Context: an optimization exercise on an open-source flow, tuned for small area, a short achievable clock period and few clock cycles per item. The choices shown serve that exercise and are no tape-out recipe. Power and IR drop assume default switching activity.

== juniper ==
==> flow/design.v <==
package bpr_pkg;
   localparam int unsigned PAT_BYTES = 16;
endpackage
module byte_pattern_replace_core (
   input  logic        clock,
   input  logic        reset,
   input  logic        req_valid,
   output logic        req_ready,
   input  logic [8:0]  req_data,
   output logic        rsp_valid,
   input  logic        rsp_ready,
   output logic [26:0] rsp_data,
   input  logic        csr_write_en,
   input  logic [2:0]  csr_index,
   input  logic [63:0] csr_write_data
);
   localparam int N = 17;    
   logic [15:0][7:0] pat_q, rpl_q;
   logic [4:0]       len_q;      
   logic [15:0]      lim_q;
   logic [63:0]      wd;
   logic [5:0]       cfg_en;
   assign wd = csr_write_data & {64{~reset}};
   always_comb begin
      for (int k = 0; k < 6; k++)
         cfg_en[k] = reset | (csr_write_en && csr_index == 3'(k));
   end
   always_ff @(posedge clock) begin
      if (cfg_en[0]) pat_q[7:0]  <= wd;
      if (cfg_en[1]) pat_q[15:8] <= wd;
      if (cfg_en[2]) rpl_q[7:0]  <= wd;
      if (cfg_en[3]) rpl_q[15:8] <= wd;
      if (cfg_en[4]) len_q <= (wd[4] && wd[3:0] != 4'd0) ? 5'd16 : wd[4:0];
      if (cfg_en[5]) lim_q <= wd[15:0];
   end
   logic [3:0]  lm1;
   logic        lz, l1, lim0;
   logic [15:0] len_oh;     
   logic [N-1:0] len_lt;    
   always_comb begin
      lm1  = 4'(len_q - 5'd1);
      lz   = len_q == 5'd0;
      l1   = len_q == 5'd1;
      lim0 = lim_q == 16'd0;
      for (int j = 0; j < 16; j++) len_oh[j] = len_q == 5'(j + 1);
      for (int p = 0; p < N; p++) len_lt[p] = 5'(p) < len_q;
   end
   logic        ib_v, ib_rp, ib_e;
   logic        rs1;         
   logic [7:0]  ib_b;
   logic [15:0] eq_q;        
   logic        eql_q;       
   logic        dlast;       
   logic [N-1:0][7:0] qb;
   logic [N-1:0] qe, qr, qn;
   logic [4:0]  occ;         
   logic        room;        
   logic        has_com;     
   logic [3:0]  fill;        
   logic [4:0]  rix;         
   logic [15:0] dv;          
   logic [15:0] cnt_in;      
   logic        allow_q;     
   logic        full_q;      
   logic        ready_q;
   logic        rp_go;
   logic [4:0]  rp_left;
   logic        x_inc;
   logic        ov, o_rep, o_rend, o_done;
   logic [7:0]  o_byte;
   logic [15:0] cnt_out;
   logic        run_start, prev_done;
   logic [3:0]  rep_idx;
   logic        accept, push, load, rp_read;
   logic [15:0] dn, dv_n;
   logic        hit, do_rep, full, clr, emit;
   logic [3:0]  fill_new;
   logic        rend0, x_set;
   logic [N-1:0] rend_set;
   logic [7:0]  ib_in;
   logic [15:0] eq_in;
   logic [15:0] cnt_p1;
   logic        allow_cmp, f0_ge, f1_ge;
   assign accept = req_valid && ready_q;
   assign push   = ib_v && !ib_rp && room;
   always_comb begin
      dn[0] = eq_q[0];
      for (int j = 1; j < 16; j++) dn[j] = dv[j-1] && eq_q[j];
      hit     = eql_q && (dlast || l1);
      do_rep  = hit && allow_q;
      full    = full_q;
      clr     = ib_e || do_rep;
      emit    = clr || lz || full;     
      if (clr || lz)  fill_new = 4'd0;
      else if (full)  fill_new = lm1;
      else            fill_new = fill + 4'd1;
      rend0 = clr || lz || (full && l1);
      rend_set = '0;
      for (int p = 1; p < 16; p++)
         rend_set[p] = len_oh[p] && full && !clr;
      x_set = do_rep && ({1'b0, fill} >= len_q);
      cnt_p1    = cnt_in + 16'd1;
      allow_cmp = lim0 || (cnt_in < lim_q);
      f0_ge     = !lz && (fill >= lm1);
      f1_ge     = !lz && ({1'b0, fill} + 5'd1 >= {1'b0, lm1});
      if (csr_write_en)       dv_n = '0;
      else if (push)          dv_n = clr ? 16'd0 : dn;
      else if (ib_v && ib_rp) dv_n = dn;
      else                    dv_n = dv;
   end
   logic [7:0]  ent_b;
   logic        ent_e, ent_r, ent_n;
   logic [15:0] base, cnt_run;
   logic        gt1;
   always_comb begin
      load  = has_com && (!ov || rsp_ready);
      ent_b = qb[rix];
      ent_e = qe[rix];
      ent_r = qr[rix];
      ent_n = qn[rix];
      base    = prev_done ? 16'd0 : cnt_out;
      gt1     = occ > {1'b0, fill} + 5'd1;
      cnt_run = ((ent_r || x_inc) && base != 16'hFFFF) ? base + 16'd1 : base;
      rp_read = (rp_left != 5'd0) && !csr_write_en;
      ib_in   = rs1 ? ib_b : req_data[8:1];
      for (int j = 0; j < 16; j++) eq_in[j] = ib_in == pat_q[j];
   end
   logic [4:0] occ_n, rix_n;
   logic [4:0] rp_left_n;
   logic       rp_go_n, ib_v_n;
   always_comb begin
      case ({push, load})
         2'b10:   occ_n = occ + 5'd1;
         2'b01:   occ_n = occ - 5'd1;
         default: occ_n = occ;
      endcase
      if (rp_read) rix_n = rix - 5'd1;
      else case ({push, load})
         2'b10:   rix_n = occ;
         2'b01:   rix_n = occ - 5'd2;
         default: rix_n = occ - 5'd1;
      endcase
      rp_go_n   = csr_write_en && (fill != 4'd0 || ib_v);
      rp_left_n = csr_write_en ? 5'd0 : rp_go ? {1'b0, fill} : rp_read ? rp_left - 5'd1 : rp_left;
      ib_v_n    = accept || rs1 || (ib_v && !ib_rp && !push);
   end
   always_ff @(posedge clock) begin
      if (reset) begin
         ib_v      <= 1'b0;
         ib_rp     <= 1'b0;
         rs1       <= 1'b0;
         occ       <= '0;
         room      <= 1'b1;
         has_com   <= 1'b0;
         fill      <= '0;
         rix       <= 5'h1F;
         cnt_in    <= '0;
         allow_q   <= 1'b1;
         full_q    <= 1'b0;
         ready_q   <= 1'b0;
         rp_go     <= 1'b0;
         rp_left   <= '0;
         x_inc     <= 1'b0;
         ov        <= 1'b0;
         cnt_out   <= '0;
         run_start <= 1'b1;
         prev_done <= 1'b0;
         rep_idx   <= '0;
      end else begin
         ib_v    <= ib_v_n;
         if (accept) ib_rp <= 1'b0;
         else if (rs1) ib_rp <= 1'b1;
         rs1     <= rp_read;
         occ     <= occ_n;
         room    <= occ_n < 5'(N);
         has_com <= (push && emit) || (load ? gt1 : has_com);
         rix     <= rix_n;
         rp_go   <= rp_go_n;
         rp_left <= rp_left_n;
         ready_q <= !rp_go_n && rp_left_n == 5'd0 && !rp_read && (!ib_v_n || occ_n < 5'(N));
         if (push) begin
            fill   <= fill_new;
            cnt_in <= ib_e ? 16'd0 : (do_rep && cnt_in != 16'hFFFF) ? cnt_p1 : cnt_in;
            allow_q <= ib_e || (do_rep ? (lim0 || cnt_p1 != lim_q) : allow_cmp);
            full_q  <= (clr || lz) ? l1 : (full ? !lz : f1_ge);
         end else begin
            allow_q <= allow_cmp;
            full_q  <= f0_ge;
         end
         if (push && x_set) x_inc <= 1'b1;
         else if (load && run_start) x_inc <= 1'b0;
         ov <= load || (ov && !rsp_ready);
         if (load) begin
            run_start <= ent_n;
            prev_done <= ent_n && ent_e;
            if (run_start) cnt_out <= cnt_run;
            if (ent_r) rep_idx <= (rep_idx == lm1) ? 4'd0 : rep_idx + 4'd1;
         end
      end
   end
   always_ff @(posedge clock) begin
      if (accept) begin
         ib_b <= req_data[8:1];
         ib_e <= req_data[0];
      end else if (rp_read) begin
         ib_b <= ent_b;
         ib_e <= 1'b0;
      end
      if (accept || rs1) begin
         eq_q  <= eq_in;
         eql_q <= |(eq_in & len_oh);
      end
      dv    <= dv_n;
      dlast <= |(dv_n[14:0] & len_oh[15:1]);
      if (push) begin
         qb[0] <= ib_b;
         qe[0] <= ib_e;
         qr[0] <= do_rep;
         qn[0] <= rend0;
         for (int p = 1; p < N; p++) begin
            qb[p] <= qb[p-1];
            qe[p] <= qe[p-1];
            qr[p] <= qr[p-1] || (do_rep && len_lt[p]);
            qn[p] <= qn[p-1] || rend_set[p];
         end
      end
      if (load) begin
         o_byte <= ent_r ? rpl_q[rep_idx] : ent_b;
         o_rep  <= ent_r;
         o_rend <= ent_n;
         o_done <= ent_n && ent_e;
      end
   end
   assign req_ready = ready_q;
   assign rsp_valid = ov;
   assign rsp_data  = {o_byte, o_rep, o_rend, o_done, cnt_out};
endmodule
make LEC_CHECK=0 CAP_MARGIN=20 CORE_MARGIN=2 CORE_UTILIZATION=55 SETUP_SLACK_MARGIN=4.0 SLEW_MARGIN=20 finish   # period 6.5 ns
run.sh (not shown) runs the stock make flow with config.mk's settings and CLKGATE_MAP_FILE= SYNTH_SCRIPT=/design/flow/synth_recipe.tcl, a recipe that flattens the netlist after the stock synthesis.
## Diff of input files: maple against juniper
--- a/flow/design.v
+++ b/flow/design.v
@@ -43,16 +43,14 @@
       l1   = len_q == 5'd1;
       lim0 = lim_q == 16'd0;
       for (int j = 0; j < 16; j++) len_oh[j] = len_q == 5'(j + 1);
       for (int p = 0; p < N; p++) len_lt[p] = 5'(p) < len_q;
    end
    logic        ib_v, ib_rp, ib_e;
-   logic        rs1;         
    logic [7:0]  ib_b;
    logic [15:0] eq_q;        
-   logic        eql_q;       
    logic        dlast;       
    logic [N-1:0][7:0] qb;
    logic [N-1:0] qe, qr, qn;
    logic [4:0]  occ;         
    logic        room;        
    logic        has_com;     
@@ -70,26 +68,26 @@
    logic [7:0]  o_byte;
    logic [15:0] cnt_out;
    logic        run_start, prev_done;
    logic [3:0]  rep_idx;
    logic        accept, push, load, rp_read;
    logic [15:0] dn, dv_n;
-   logic        hit, do_rep, full, clr, emit;
+   logic        eql, hit, do_rep, full, clr, emit;
+   logic        dnl, dvl, dlast_n;
    logic [3:0]  fill_new;
    logic        rend0, x_set;
    logic [N-1:0] rend_set;
-   logic [7:0]  ib_in;
-   logic [15:0] eq_in;
    logic [15:0] cnt_p1;
    logic        allow_cmp, f0_ge, f1_ge;
    assign accept = req_valid && ready_q;
    assign push   = ib_v && !ib_rp && room;
    always_comb begin
       dn[0] = eq_q[0];
       for (int j = 1; j < 16; j++) dn[j] = dv[j-1] && eq_q[j];
-      hit     = eql_q && (dlast || l1);
+      eql     = |(eq_q & len_oh);
+      hit     = eql && (dlast || l1);
       do_rep  = hit && allow_q;
       full    = full_q;
       clr     = ib_e || do_rep;
       emit    = clr || lz || full;     
       if (clr || lz)  fill_new = 4'd0;
       else if (full)  fill_new = lm1;
@@ -104,12 +102,18 @@
       f0_ge     = !lz && (fill >= lm1);
       f1_ge     = !lz && ({1'b0, fill} + 5'd1 >= {1'b0, lm1});
       if (csr_write_en)       dv_n = '0;
       else if (push)          dv_n = clr ? 16'd0 : dn;
       else if (ib_v && ib_rp) dv_n = dn;
       else                    dv_n = dv;
+      dnl = |(dn[14:0] & len_oh[15:1]);
+      dvl = |(dv[14:0] & len_oh[15:1]);
+      if (csr_write_en)       dlast_n = 1'b0;
+      else if (push)          dlast_n = !clr && dnl;
+      else if (ib_v && ib_rp) dlast_n = dnl;
+      else                    dlast_n = dvl;
    end
    logic [7:0]  ent_b;
    logic        ent_e, ent_r, ent_n;
    logic [15:0] base, cnt_run;
    logic        gt1;
    always_comb begin
@@ -119,14 +123,13 @@
       ent_r = qr[rix];
       ent_n = qn[rix];
       base    = prev_done ? 16'd0 : cnt_out;
       gt1     = occ > {1'b0, fill} + 5'd1;
       cnt_run = ((ent_r || x_inc) && base != 16'hFFFF) ? base + 16'd1 : base;
       rp_read = (rp_left != 5'd0) && !csr_write_en;
-      ib_in   = rs1 ? ib_b : req_data[8:1];
-      for (int j = 0; j < 16; j++) eq_in[j] = ib_in == pat_q[j];
+      for (int j = 0; j < 16; j++) eq_q[j] = ib_b == pat_q[j];
    end
    logic [4:0] occ_n, rix_n;
    logic [4:0] rp_left_n;
    logic       rp_go_n, ib_v_n;
    always_comb begin
       case ({push, load})
@@ -139,19 +142,18 @@
          2'b10:   rix_n = occ;
          2'b01:   rix_n = occ - 5'd2;
          default: rix_n = occ - 5'd1;
       endcase
       rp_go_n   = csr_write_en && (fill != 4'd0 || ib_v);
       rp_left_n = csr_write_en ? 5'd0 : rp_go ? {1'b0, fill} : rp_read ? rp_left - 5'd1 : rp_left;
-      ib_v_n    = accept || rs1 || (ib_v && !ib_rp && !push);
+      ib_v_n    = accept || rp_read || (ib_v && !ib_rp && !push);
    end
    always_ff @(posedge clock) begin
       if (reset) begin
          ib_v      <= 1'b0;
          ib_rp     <= 1'b0;
-         rs1       <= 1'b0;
          occ       <= '0;
          room      <= 1'b1;
          has_com   <= 1'b0;
          fill      <= '0;
          rix       <= 5'h1F;
          cnt_in    <= '0;
@@ -166,21 +168,20 @@
          run_start <= 1'b1;
          prev_done <= 1'b0;
          rep_idx   <= '0;
       end else begin
          ib_v    <= ib_v_n;
          if (accept) ib_rp <= 1'b0;
-         else if (rs1) ib_rp <= 1'b1;
-         rs1     <= rp_read;
+         else if (rp_read) ib_rp <= 1'b1;
          occ     <= occ_n;
          room    <= occ_n < 5'(N);
          has_com <= (push && emit) || (load ? gt1 : has_com);
          rix     <= rix_n;
          rp_go   <= rp_go_n;
          rp_left <= rp_left_n;
-         ready_q <= !rp_go_n && rp_left_n == 5'd0 && !rp_read && (!ib_v_n || occ_n < 5'(N));
+         ready_q <= !rp_go_n && rp_left_n == 5'd0 && (!ib_v_n || occ_n < 5'(N));
          if (push) begin
             fill   <= fill_new;
             cnt_in <= ib_e ? 16'd0 : (do_rep && cnt_in != 16'hFFFF) ? cnt_p1 : cnt_in;
             allow_q <= ib_e || (do_rep ? (lim0 || cnt_p1 != lim_q) : allow_cmp);
             full_q  <= (clr || lz) ? l1 : (full ? !lz : f1_ge);
          end else begin
@@ -203,18 +204,14 @@
          ib_b <= req_data[8:1];
          ib_e <= req_data[0];
       end else if (rp_read) begin
          ib_b <= ent_b;
          ib_e <= 1'b0;
       end
-      if (accept || rs1) begin
-         eq_q  <= eq_in;
-         eql_q <= |(eq_in & len_oh);
-      end
       dv    <= dv_n;
-      dlast <= |(dv_n[14:0] & len_oh[15:1]);
+      dlast <= dlast_n;
       if (push) begin
          qb[0] <= ib_b;
          qe[0] <= ib_e;
          qr[0] <= do_rep;
          qn[0] <= rend0;
          for (int p = 1; p < N; p++) begin
--- outcome ---
In maple, power per cell area is lower than in juniper.
Per the comparison of maple with juniper, cell area shows a reduction of about 1.7%; layout sequential cell count shows a reduction of 17.
Total number of nets in the final design went up slightly going from juniper to maple.
maple gives less switching power of the nets than juniper did.
Area growth from synthesis to layout in maple is 1.0 points lower than in juniper
Cmp juniper and maple / global-route usage over all layers / lower: juniper
Compared with juniper, maple shows a higher fraction of power spent switching nets.
Comparing multi-input gate share of the layout cell area for juniper and maple, the bigger number came from maple.
Of juniper and maple, the higher die area belongs to juniper.
Part of the power in the clock network: maple vs juniper up 0.2 points
Function was not checked in any run of this note: the RTL went through the layout flow alone.

[what the ideal ports hide]
How much do the figures lean on ideal ports? The routed layouts below were timed once more, with nothing changed but the port constraints.
Step 1: set_driving_cell puts a clkbuf_16 on clock and a buf_2 on each other input, an assumption about the parent block.
Step 2 also shifts input and output timing later by t, the mid clock arrival at the registers, as if the neighbouring blocks saw the same clock.
Three values: ideal ports, drivers, drivers and shift; two values: the first two.
run	t, ns	setup slack, ns	clock arrival spread, ns
juniper	0.672	3.755 / 3.781 / 3.109	0.022 / 0.022
maple	0.663	3.645 / 3.645 / 3.208	0.027 / 0.027
After both steps setup and hold are still met in every run listed. The setup slack of juniper, which loses most, moves by +0.026 ns with the drivers and by -0.646 ns with both steps.
